Context: an optimization exercise on an open-source flow, tuned for small area. The choices shown serve that exercise and are no tape-out recipe.
In this exercise RTL edits were held to simulation tests only and were not proved equivalent to the original.

==> flow/design.v (outline; a module is shown in full before it is edited, if it fits) <==
// module conv3x3_mac: 1571 lines
// module conv3x3_sel: 6 lines
// module conv3x3_fa: 7 lines
// module conv3x3_engine: 118 lines
// module conv3x3_ld: 6 lines
module conv3x3_engine (
  input  logic       clk,
  input  logic       rst_n,
  input  logic       pix_valid,
  input  logic       sof,
  input  logic [7:0] w11, w12, w13, w21, w22, w23, w31, w32, w33,
  input  logic       k_we,
  input  logic [3:0] k_addr,
  input  logic [7:0] k_data,
  output logic [7:0] conv_out,
  output logic       conv_valid,
  output logic       frame_done,
  output logic       frame_err,
  output logic       k_err
);
  // ...
==> flow/flow/run.sh <==
#!/bin/bash
# Standard ORFS layout (the standard.sh) with two changes: the port buffers
# are buf_1 cells instead of the default delay-buffer cell, and clock tree
# synthesis uses clkbuf_8 buffers and inserts no dummy loads.
set -euo pipefail
bash standard.sh "BUFFER_PORTS_ARGS=-buffer_cell sky130_fd_sc_hd__buf_1" \
  "CTS_ARGS=-sink_clustering_enable -repair_clock_nets -dont_use_dummy_load -buf_list sky130_fd_sc_hd__clkbuf_8" \
  finish > flow_make.log 2>&1
==> flow/standard.sh <==
#!/bin/bash
# synth_recipe.tcl (not shown) runs the flow's synth.tcl, then flattens the netlist and writes it again
# the make line also repeats each setting of config.mk as NAME=value (left out here)
make -C /OpenROAD-flow-scripts/flow DESIGN_CONFIG=/design/flow/config.mk WORK_HOME=/design/flow/orfs CLKGATE_MAP_FILE= SYNTH_SCRIPT=/design/flow/synth_recipe.tcl "${@:-finish}"
==> flow/config.mk <==
export PLATFORM = sky130hd
export DESIGN_NAME = conv3x3_engine
export DESIGN_NICKNAME = conv3x3_engine
export VERILOG_FILES = /design/flow/design.v
export SDC_FILE = /design/flow/constraint.sdc
export NUM_CORES = 4
export LEC_CHECK = 0
export CAP_MARGIN = 20
export CELL_PAD_IN_SITES_DETAIL_PLACEMENT = 1
export CORE_MARGIN = 2
export CORE_UTILIZATION = 40
export GPL_TIMING_DRIVEN = 0
export PLACE_DENSITY = 0.5
export SLEW_MARGIN = 20
export SYNTH_HIERARCHICAL = 1
==> flow/constraint.sdc <==
create_clock -name core_clock -period 6.0 [get_ports {clk}]
set_input_delay 1.2000 -clock core_clock [delete_from_list [all_inputs] [get_ports {clk}]]
set_output_delay 1.2000 -clock core_clock [all_outputs]
set_load 0.01 [all_outputs]
==> results.yml, run 1 <==
yosys:
  yosysTopAreaCell: "fa_1"
  synth_adder_area_share_pct: 44.1
  synth_compound_gate_area_share_pct: 22.0
  yosysSeqAreaShare_pct: 24.3
  synthDominantCellAreaShare_pct: 41.9
  synth_edf_count: 0
  synth.most_common_cell: "fa_1"
cts:
  clk_path_buf_depth: 2
  cts_setup_buffers: 0
floorplan:
  start_util_pct: 40.7
  rows: 76
  pin_count: 101
worst_setup_path:
  startpoint: "w22[6]"
  cpPeakStageDelay_ns: 0.74
  cp-endpoint: "u_mac.r1[18]"
  start_kind: "input port"
sta:
  finalWorstSetupSlack_ns: 0.155
  fmax_mhz: 171
  period_minus_slack_ns: 5.84
detailed_routing:
  wl_met1_um: 28900
layout:
  seqCellArea_um2: 4270
  multi_input_comb_cells: 1037
status:
  status: "finished clean"
==> inputs of run 2 (changes only) <==
--- a/flow/design.v
+++ b/flow/design.v
@@ -1565,24 +1565,36 @@
   conv3x3_fa u_n1203 (.a(r1[26]), .b(n1178), .c(n1202), .s(n1203), .co(n1204));
   wire n1205 = r1[27] ^ n1204;
   wire n1206 = r1[27] & n1204;
   wire n1207, n1208;
   conv3x3_fa u_n1207 (.a(r1[28]), .b(r1[29]), .c(n1206), .s(n1207), .co(n1208));
   wire n1209 = ~n1208;
   logic [15:0] s;
   assign s = {~n1209, ~n1207, ~n1205, ~n1203, ~n1201, ~n1199, ~n1197, ~n1195, ~n1193, ~n1191, ~n1189, ~n1187, ~n1185, ~n1183, ~n1181, ~n1179};
-  assign res = s[15] ? 8'd0 : (|s[14:8]) ? 8'd255 : s[7:0];
+  logic [15:0] t;
+  logic all1;
+  assign t = ~s;
+  assign all1 = &t[14:8];
+  for (genvar k = 0; k < 8; k++) begin : g_sat
+    conv3x3_sat u_sat (.all1(all1), .tk(t[k]), .pos(t[15]), .y(res[k]));
+  end
 endmodule
 module conv3x3_sel (
   input  logic sa, sb, sab, wa, wb, ws,
   output logic y
 );
   assign y = ~((sa & wa) | (sb & wb) | (sab & ws));
 endmodule
+module conv3x3_sat (
+  input  logic all1, tk, pos,
+  output logic y
+);
+  assign y = pos & ~(all1 & tk);
+endmodule
 module conv3x3_fa (
   input  logic a, b, c,
   output logic s, co
 );
   assign s  = a ^ b ^ c;
   assign co = (a & b) | (a & c) | (b & c);
 endmodule
 module conv3x3_engine (
--- a/flow/config.mk
+++ b/flow/config.mk
@@ -6,10 +6,11 @@
 export NUM_CORES = 4
 export LEC_CHECK = 0
 export CAP_MARGIN = 20
 export CELL_PAD_IN_SITES_DETAIL_PLACEMENT = 1
 export CORE_MARGIN = 2
 export CORE_UTILIZATION = 40
 export GPL_TIMING_DRIVEN = 0
 export PLACE_DENSITY = 0.5
+export SETUP_SLACK_MARGIN = 0.05
 export SLEW_MARGIN = 20
 export SYNTH_HIERARCHICAL = 1
==> run 2 against run 1 <==
Still clean on timing, DRC and antenna. Final cell count hardly changed. Non-clock buffer count is 1 lower. Fmax is 0.64% lower. Clock skew is 0.013 ns higher. Via count is 0.82% higher. Wire length is 0.87% higher. Hold slack better by 0.00081 ns. Sequential cell count stayed put.
==> results.yml, run 2 <==
status:
  status: "finished clean"
floorplan:
  die_h_um: 213
  pin_count: 101
  coreArea_um2: 43200
  start_util_pct: 40.6
  rows: 76
  die_area_um2: 45500
  dieWidth_um: 213
hold_path:
  min_to: "res_qq[3]"
  min_from: "res_q[3]"
  hp-class: "reg -> reg"
  holdPathStages: 0
worst_setup_path:
  worst_path_most_repeated_cell: "fa_1"
  required_ns: 6.42
  start_kind: "input port"
  r2r-end: "res_q[2]"
  cpPeakStageDelay_ns: 0.93
  path_class: "in -> reg"
  worstPathMaxFanout: 9
  reg2reg_depth: 18
  path_delay_family: "adder cells"
  cp_num_buf_inv: 1
  r2r_start: "u_mac.r1[3]"
  r2r_slack_ns: 0.17
  critPathArrivalTime_ns: 6.31
  end_kind: "register"
  startpoint: "w23[4]"
  crit_slowest_cell: "nor2b_1"
  cp_cell_sequence: "buf_1 -> nor2b_1 -> a222oi_1 -> fa_1 -> fa_1 -> fa_1 -> fa_1 -> fa_1 -> fa_1 -> fa_1 -> fa_1"
sta:
  finClkSkew_ns: 0.0451
  whs_ns: 0.332
  final.period_utilization_pct: 98.0
  rsz0062_at_grt: "true"
  period_minus_slack_ns: 5.88
  maxSlewViolCount: 0
  finalWorstSetupSlack_ns: 0.118
  fmax_mhz: 170
  tightest_slew_ns: 1.18
  fin_setup_tns_ns: 0
  setup-violations-final: 0
  hold_viol: 0
  slew_headroom_pct: 21.4
cts:
  cts_tree: "done"
  cts_buffers: 17
  h-tree-depth: 4
  cts_sinks: 189
  ctsHoldBuffers: 0
  clk_path_buf_depth: 2
  clk_pin_slew_ns: 0.08
  root_buffer: "clkbuf_8"
  clk_latency_ns: 0.58
placed_design:
  io_buffers: 99
  dpl.hpwl_um: 56100
  place.gp.congestion: 0.974
  dp_slack_ns: -0.661
  place_inst: 1990
global_routing:
  antenna_found_initial: 3
  grt_max_degree: 31
  grt_use_total_pct: 32.1
  grt.overflow.total: 0
  grt_pass1_wl_um: 103000
  grt_pass1_vias: 14600
layout:
  final_common_cell: "fa_1"
  largest_register_ffs: 72
  multiInputGateArea_um2: 13000
  layout.cells.non_filler: 2009
  final_cell_mix: "fa_1, a222oi_1, dfrtp_1"
  reg_top3: "kern: 72 flops, u_mac.r1: 30 flops"
  nFillCells: 4550
  drive_gt1_share_pct: 4.57
  seqCellArea_um2: 4280
  largest_register: "kern"
  nNetsFinal: 1914
  syn_to_final_growth_pct: 8.70
detailed_routing:
  vias: 14200
  route.detailed.drc: 0
  vias_per_cell: 7.08
  drt-total-wl_um: 71100
  wl_per_cell_um: 35.4
  final_antenna_net_count: 0
  drtPass1Iterations: 17
  drt_iter0_markers: 3730
yosys:
  yosysSeqAreaShare_pct: 24.4
  synth-main-ff-cell: "dfrtp_1"
  synth.distinct_cells: 41
  async_flop_share_pct: 51.9
  netlist_area_um2: 17500
  synth_commonest_cells: "fa_1, a222oi_1, dfrtp_1"
  synth_nets: 1787
  synth_edf_count: 0
  synthDominantCellAreaShare_pct: 42.1
  synth.most_common_cell: "fa_1"
  yosys-top-cells-area: "fa_1, a222oi_1, dfrtp_1"
  yosys_warnings: 8
  synth_cells: 1298
  yosysTopAreaCell: "fa_1"
  synth-seq-cells: 189
  avgSynthCellArea_um2: 13.5
job:
  drv_cap: 0
==> run 2: changes by cell type after synthesis, sizes merged <==
cell / change
a21boi: +8
a41oi: -8
and2: -1
and4: -1
buf: +4
clkbuf: -13
inv: +1
nand3: +1
nand4: +1
nor2: +1
==> run 2: logic make-up after synthesis <==
family | Yosys count | share of synthesized area (%)
DFF | 189 | 24.4
buffers and inverters | 71 | 1.61
and+or+nand+nor | 227 | 7.20
adders and majority gates | 400 | 44.3
muxes | 1 | 0.0571
xor gates and xnor gates | 11 | 0.549
AOI/OAI and AO/OA | 399 | 21.9
==> run 2: worst max path at each step <==
stage	endpoint	cells after the start	slack (ns)
2_1_floorplan	res_q[0]	17	0.09
3_3_place_gp	kern[15]	1	-0.95
3_5_place_dp	res_q[1]	17	-0.66
4_1_cts	res_q[2]	18	0.07
5_1_grt	res_q[2]	18	0.05
6_report	u_mac.r1[18]	11	0.12
==> run 2: per-stage QoR <==
stage          util [%]  instance area [µm²]
2_1_floorplan         -                17500
3_3_place_gp       43.2                18600
3_5_place_dp       43.5                18800
4_1_cts            44.1                19100
5_1_grt            44.2                19100
6_report           44.2                19100
==> run 2: cell type report <==
class / instances / share of cell area [%]
Multi-Input combinational cell: 1038 / 68.4
Sequential cell: 189 / 22.4
Timing Repair Buffer: 108 / 2.66
Antenna cell: 1 / 0.0131
Clock buffer: 17 / 1.23
Tap cell: 585 / 3.84
Buffer: 10 / 0.282
Inverter: 61 / 1.20
==> run 2: what timing repair did <==
action / in CTS / in global routing
pin swaps: 5 / 3
endpoints found under the setup margin: 8 / 8
cloned: 0 / 0
buffers inserted: 1 / 0
gates resized for setup: 11 / 2
==> run 2: layer usage <==
| layer | GRT usage [%] | up-vias | wire [µm] |
|---|---|---|---|
| met5 | 0 | - | 31 |
| met4 | 11.5 | 4 | 2610 |
| met3 | 6.96 | 134 | 6850 |
| met2 | 50.0 | 1012 | 33000 |
| met1 | 44.6 | 7544 | 28600 |
| li1 | - | 5532 | - |
==> run 2: per-module statistics from Yosys, one instance, submodules excluded <==
module | area (µm²) | cells
conv3x3_fa | 20.0 | 1
conv3x3_sel | 10.0 | 1
conv3x3_engine | 3560 | 220
conv3x3_sat | 11.3 | 1
conv3x3_mac | 2840 | 325
conv3x3_ld | 8.76 | 1

==> re-timing with driven ports <==
The flow's constraints put no driver on any port. The routed layouts listed below were extracted and timed again, unchanged, in two steps.
Step 1 sets driving cells, clkbuf_16 on the clock port and buf_2 on the other inputs (assumed; they add their load-dependent delay and slew).
Step 2 times the ports against the registers' clock, not the clock port: input delays grow and output delays shrink by t, the midpoint of the rising clock arrivals with the driver on.
a / b / c = no drivers / after step 1 / after step 2; a / b = the first two.
run	t (ns)	setup slack, ns	worst setup path at the end	worst slew at a driven data input, ns	cell pins on the clock port's net
run 1	0.605	0.155 / 0.173 / -0.432	input to register	0.08	1
run 2	0.610	0.118 / 0.134 / -0.476	input to register	0.10	1
Met with ideal ports but missed after step 2: setup timing in run 1 and run 2. The setup slack of run 2, which loses most, moves by +0.016 ns with the drivers and by -0.594 ns with both steps.
